Background: an optimization exercise with open tools, aiming at small area and a short achievable clock period. Do not read the settings as production practice.
Function was checked by simulation only, so behaviour that the tests miss may differ from the original.
No activity file was given, so power comes from the tool's default toggle rates.

==> flow/design.v <==
package dandy_pkg;
   localparam logic [7:0] HDR_BYTE = 8'hA5;
   localparam logic [7:0] DAC_MID  = 8'h80;
   typedef struct packed {
      logic [7:0] x;
      logic [7:0] y;
   } point_t;
endpackage
module xy_point_bank (
   input  logic        clk,
   input  logic        en_i,      
   input  logic        load_i,    
   input  logic [15:0] wdata_i,
   input  logic [5:0]  inc_i,     
   output logic [15:0] head_o,
   output logic [15:0] next_o
);
   logic [15:0]        h_q;
   logic [31:0][15:0]  s32_q;
   logic [15:0][15:0]  s16_q;
   logic [7:0][15:0]   s8_q;
   logic [3:0][15:0]   s4_q;
   logic [1:0][15:0]   s2_q;
   logic [15:0]        s1_q;
   logic [15:0]        c0, c1, c2, c3, c4, c5, c6;
   assign c0 = load_i ? wdata_i : h_q;
   assign c1 = inc_i[5] ? s32_q[0] : c0;
   assign c2 = inc_i[4] ? s16_q[0] : c1;
   assign c3 = inc_i[3] ? s8_q[0]  : c2;
   assign c4 = inc_i[2] ? s4_q[0]  : c3;
   assign c5 = inc_i[1] ? s2_q[0]  : c4;
   assign c6 = inc_i[0] ? s1_q     : c5;
   always_ff @(posedge clk)
      if (en_i) begin
         h_q       <= c6;
         s32_q     <= {c0, s32_q[31:1]};
         s16_q     <= {c1, s16_q[15:1]};
         s8_q      <= {c2, s8_q[7:1]};
         s4_q      <= {c3, s4_q[3:1]};
         s2_q      <= {c4, s2_q[1]};
         s1_q      <= c5;
      end
   assign head_o = h_q;
   assign next_o = c6;
endmodule
module xy_frame_sequencer
#(
   parameter int          DEPTH   = 64,
   parameter int          DWELL   = 2,
   parameter logic [15:0] TIMEOUT = 16'd50000
) (
   input  logic       clk,
   input  logic       reset,
   input  logic       enable,
   input  logic       step,
   input  logic       rx_valid,
   input  logic [7:0] rx_data,
   output logic [7:0] xdac,
   output logic [7:0] ydac,
   output logic       frame_start,
   output logic       loading,
   output logic       load_err
);
   logic       st_c_q, st_x_q, st_y_q, busy_q, err_q;
   logic [6:0] n_q;             
   logic [6:0] rem_q;           
   logic       last_q;          
   logic [7:0] x_q;
   logic       hdr, cnt_ok, wr_en, ld_done;
   logic [15:0] wdata;
   assign hdr     = (rx_data == dandy_pkg::HDR_BYTE);
   assign cnt_ok  = (rx_data != 8'd0) && (rx_data <= 8'd64);
   assign wr_en   = rx_valid && st_y_q;
   assign ld_done = wr_en && last_q;
   assign wdata   = {x_q, rx_data};
   always_ff @(posedge clk)
      if (reset) begin
         st_c_q <= 1'b0;
         st_x_q <= 1'b0;
         st_y_q <= 1'b0;
         busy_q <= 1'b0;
         err_q  <= 1'b0;
      end else if (rx_valid) begin
         st_c_q <= !busy_q && hdr;
         st_x_q <= (st_c_q && cnt_ok) || (st_y_q && !last_q);
         st_y_q <= st_x_q;
         busy_q <= (!busy_q && hdr) || (st_c_q && cnt_ok) || st_x_q || (st_y_q && !last_q);
         if (st_c_q) err_q <= !cnt_ok;
      end
   always_ff @(posedge clk)
      if (rx_valid) begin
         if (st_c_q) begin
            n_q    <= rx_data[6:0];
            rem_q  <= rx_data[6:0];
            last_q <= (rx_data == 8'd1);
         end
         if (st_x_q) x_q <= rx_data;
         if (st_y_q) begin
            rem_q  <= rem_q - 7'd1;
            last_q <= (rem_q == 7'd2);
         end
      end
   logic       one_q [2];       
   logic [5:0] lidx_q[2];       
   logic        run_q, dwell_q, act_q, swp_q, fs_q, rot_q, have_q;
   logic [5:0]  idx_q;
   logic [15:0] rdata_q;
   logic [15:0] head [2];
   logic [15:0] nxt  [2];
   logic        last_pt, adv, wrap, swap_w, swap_i, start, rd_en;
   logic        act_n;
   logic        wr_q, wb_q, lag_q;
   logic [15:0] wd_q;
   logic [15:0] lhead [2];      
   assign act_n   = ~act_q;
   assign last_pt = (idx_q == lidx_q[act_q]);
   assign start   = !run_q && enable && have_q;
   assign adv     = run_q && enable && step && dwell_q;
   assign wrap    = adv && last_pt;
   assign swap_w  = wrap && (swp_q || ld_done) && (!(st_x_q || st_y_q) || ld_done);
   assign swap_i  = ld_done && !have_q;
   assign rd_en   = start || adv;
   always_ff @(posedge clk)
      if (rx_valid && st_x_q) begin
         one_q[act_n]  <= (n_q == 7'd1);
         lidx_q[act_n] <= 6'(n_q - 7'd1);
      end
   always_ff @(posedge clk)
      if (reset) begin
         run_q   <= 1'b0;
         dwell_q <= 1'b0;
         idx_q   <= '0;
         act_q   <= 1'b0;
         swp_q   <= 1'b0;
         fs_q    <= 1'b0;
         rot_q   <= 1'b0;
         lag_q   <= 1'b0;
         have_q  <= 1'b0;
         rdata_q <= {dandy_pkg::DAC_MID, dandy_pkg::DAC_MID};
      end else begin
         fs_q   <= start || wrap;
         rot_q  <= rd_en;
         lag_q  <= (rot_q || lag_q) && wr_q && (wb_q == act_q);
         have_q <= have_q || ld_done;
         if (start) run_q <= 1'b1;
         if (start)                          dwell_q <= 1'b0;
         else if (run_q && enable && step)   dwell_q <= !dwell_q;
         if (start || wrap) idx_q <= '0;
         else if (adv)      idx_q <= idx_q + 6'd1;
         if (swap_i || swap_w) act_q <= act_n;
         if (swap_w)                 swp_q <= 1'b0;
         else if (ld_done && have_q) swp_q <= 1'b1;
         if (swap_w) rdata_q <= !ld_done ? lhead[act_n] : one_q[act_n] ? wdata : nxt[act_n];
         else if (rd_en) rdata_q <= lhead[act_q];
      end
   always_ff @(posedge clk) begin
      wr_q <= wr_en;
      if (wr_en) begin
         wb_q <= act_n;
         wd_q <= wdata;
      end
   end
   for (genvar b = 0; b < 2; b++) begin : g_bank
      logic en, ld, rot, sel1;
      assign ld   = wr_q && (wb_q == 1'(b));
      assign rot  = (rot_q || lag_q) && (act_q == 1'(b));
      assign en   = ld || rot;
      assign sel1 = ld || (lag_q && (act_q == 1'(b)));
      assign lhead[b] = sel1 ? nxt[b] : head[b];
      xy_point_bank u_bank (
         .clk     (clk),
         .en_i    (en),
         .load_i  (ld),
         .wdata_i (wd_q),
         .inc_i   (lidx_q[b]),
         .head_o  (head[b]),
         .next_o  (nxt[b])
      );
   end
   assign xdac        = rdata_q[15:8];
   assign ydac        = rdata_q[7:0];
   assign frame_start = fs_q;
   assign loading     = busy_q;
   assign load_err    = err_q;
endmodule
Settings: LEC_CHECK=0, CAP_MARGIN=20, CORE_MARGIN=2, CORE_UTILIZATION=55, SLEW_MARGIN=20; clock period 9.0 ns.
standard.sh (not shown) runs the stock make flow with config.mk's settings and CLKGATE_MAP_FILE= SYNTH_SCRIPT=/design/flow/synth_recipe.tcl, a recipe that flattens the netlist after the stock synthesis.
==> flow/flow/run.sh <==
#!/bin/bash
# Standard ORFS layout (the standard.sh, standard synthesis unchanged) with
# a few layout knobs passed to make:
#  - footprint matching off, so timing repair may resize the port buffers;
#  - port buffers start as buf_2 rather than a delay cell;
#  - setup repair aims at a tighter slack margin;
#  - CTS without dummy loads and with larger sink clusters.
set -euo pipefail
bash standard.sh \
  MATCH_CELL_FOOTPRINT=0 \
  SETUP_SLACK_MARGIN=6 \
  "BUFFER_PORTS_ARGS=-buffer_cell sky130_fd_sc_hd__buf_2" \
  "CTS_ARGS=-sink_clustering_enable -repair_clock_nets -sink_clustering_size 30 -sink_clustering_max_diameter 80 -buf_list sky130_fd_sc_hd__clkbuf_16 -dont_use_dummy_load" \
  finish > make_finish.log 2>&1
Then changed:
--- a/flow/design.v
+++ b/flow/design.v
@@ -66,12 +66,12 @@
    logic [6:0] rem_q;           
    logic       last_q;          
    logic [7:0] x_q;
-   logic       hdr, cnt_ok, wr_en, ld_done;
+   logic       hdr, cnt_ok, wr_en;
+   logic       ld_done;
    logic [15:0] wdata;
    assign hdr     = (rx_data == dandy_pkg::HDR_BYTE);
    assign cnt_ok  = (rx_data != 8'd0) && (rx_data <= 8'd64);
    assign wr_en   = rx_valid && st_y_q;
-   assign ld_done = wr_en && last_q;
    assign wdata   = {x_q, rx_data};
    always_ff @(posedge clk)
       if (reset) begin
@@ -103,23 +103,34 @@
    logic       one_q [2];       
    logic [5:0] lidx_q[2];       
    logic        run_q, dwell_q, act_q, swp_q, fs_q, rot_q, have_q;
+   logic        a_q;            
+   logic        w_q;            
+   logic        i_q;            
+   logic        d_q;            
    logic [5:0]  idx_q;
    logic [15:0] rdata_q;
    logic [15:0] head [2];
    logic [15:0] nxt  [2];
-   logic        last_pt, adv, wrap, swap_w, swap_i, start, rd_en;
+   logic        last_pt, es, adv, wrap, swap_ok, swap_w, swap_i, start, rd_en;
    logic        act_n;
    logic        wr_q, wb_q, lag_q;
    logic [15:0] wd_q;
    logic [15:0] lhead [2];      
+   logic [15:0] c_act, c_new, c_done;
    assign act_n   = ~act_q;
    assign last_pt = (idx_q == lidx_q[act_q]);
-   assign start   = !run_q && enable && have_q;
-   assign adv     = run_q && enable && step && dwell_q;
-   assign wrap    = adv && last_pt;
-   assign swap_w  = wrap && (swp_q || ld_done) && (!(st_x_q || st_y_q) || ld_done);
+   assign es      = enable && step;
+   assign start   = enable && i_q;
+   assign adv     = es && a_q;
+   assign wrap    = es && w_q;
+   assign swap_ok = swp_q && !(st_x_q || st_y_q);
+   assign ld_done = rx_valid && d_q;
+   assign swap_w  = wrap && (swap_ok || ld_done);
    assign swap_i  = ld_done && !have_q;
    assign rd_en   = start || adv;
+   assign c_act   = lhead[act_q];
+   assign c_new   = lhead[act_n];
+   assign c_done  = one_q[act_n] ? wdata : nxt[act_n];
    always_ff @(posedge clk)
       if (rx_valid && st_x_q) begin
          one_q[act_n]  <= (n_q == 7'd1);
@@ -129,6 +140,10 @@
       if (reset) begin
          run_q   <= 1'b0;
          dwell_q <= 1'b0;
+         a_q     <= 1'b0;
+         w_q     <= 1'b0;
+         i_q     <= 1'b0;
+         d_q     <= 1'b0;
          idx_q   <= '0;
          act_q   <= 1'b0;
          swp_q   <= 1'b0;
@@ -142,16 +157,23 @@
          rot_q  <= rd_en;
          lag_q  <= (rot_q || lag_q) && wr_q && (wb_q == act_q);
          have_q <= have_q || ld_done;
+         i_q    <= !run_q && (have_q ? !enable : ld_done);
+         if (rx_valid) d_q <= st_x_q && last_q;
          if (start) run_q <= 1'b1;
-         if (start)                          dwell_q <= 1'b0;
-         else if (run_q && enable && step)   dwell_q <= !dwell_q;
+         if (start)              dwell_q <= 1'b0;
+         else if (run_q && es)   dwell_q <= !dwell_q;
+         if (run_q && es) begin
+            a_q <= !dwell_q;
+            w_q <= !dwell_q && last_pt;
+         end
          if (start || wrap) idx_q <= '0;
          else if (adv)      idx_q <= idx_q + 6'd1;
          if (swap_i || swap_w) act_q <= act_n;
          if (swap_w)                 swp_q <= 1'b0;
          else if (ld_done && have_q) swp_q <= 1'b1;
-         if (swap_w) rdata_q <= !ld_done ? lhead[act_n] : one_q[act_n] ? wdata : nxt[act_n];
-         else if (rd_en) rdata_q <= lhead[act_q];
+         if (wrap && ld_done)       rdata_q <= c_done;
+         else if (wrap && swap_ok)  rdata_q <= c_new;
+         else if (rd_en)            rdata_q <= c_act;
       end
    always_ff @(posedge clk) begin
       wr_q <= wr_en;
- final area drops by 0.81%
- routed wire length drops by 9.1%
- clock skew climbs by 0.011 ns
- power stays flat
- sequential share of layout area climbs by 0.79 points
- final cell count drops by about 3%
- synthesized cell count drops by 4.4%
- global-route usage drops by 1.5 points
- die area drops by about 0.64%
- non-clock buffer count drops by 16

-- port drivers added, routing unchanged --
The results above use ideal ports. As a check the final layouts listed here were re-extracted and re-timed, cells and wires unchanged.
Step 1, drivers: a clkbuf_16 drives clk and a buf_2 each remaining input, both assumed.
Step 2 times the ports against the registers' clock, not the clock port: input delays grow and output delays shrink by t, the midpoint of the rising clock arrivals with the driver on.
Three values: no drivers, after step 1, after step 2; two values: the first two.
run | shift t [ns] | setup WS [ns] | worst register clock-pin slew, ns
the first run | 0.768 | 5.936 / 5.859 / 5.308 | 0.11 / 0.11
the second run | 0.747 | 5.972 / 5.903 / 5.356 | 0.11 / 0.11
After both steps setup and hold are still met in every run listed. For the first run, which loses most, drivers alone change the setup slack by -0.077 ns; drivers and shift together by -0.628 ns.
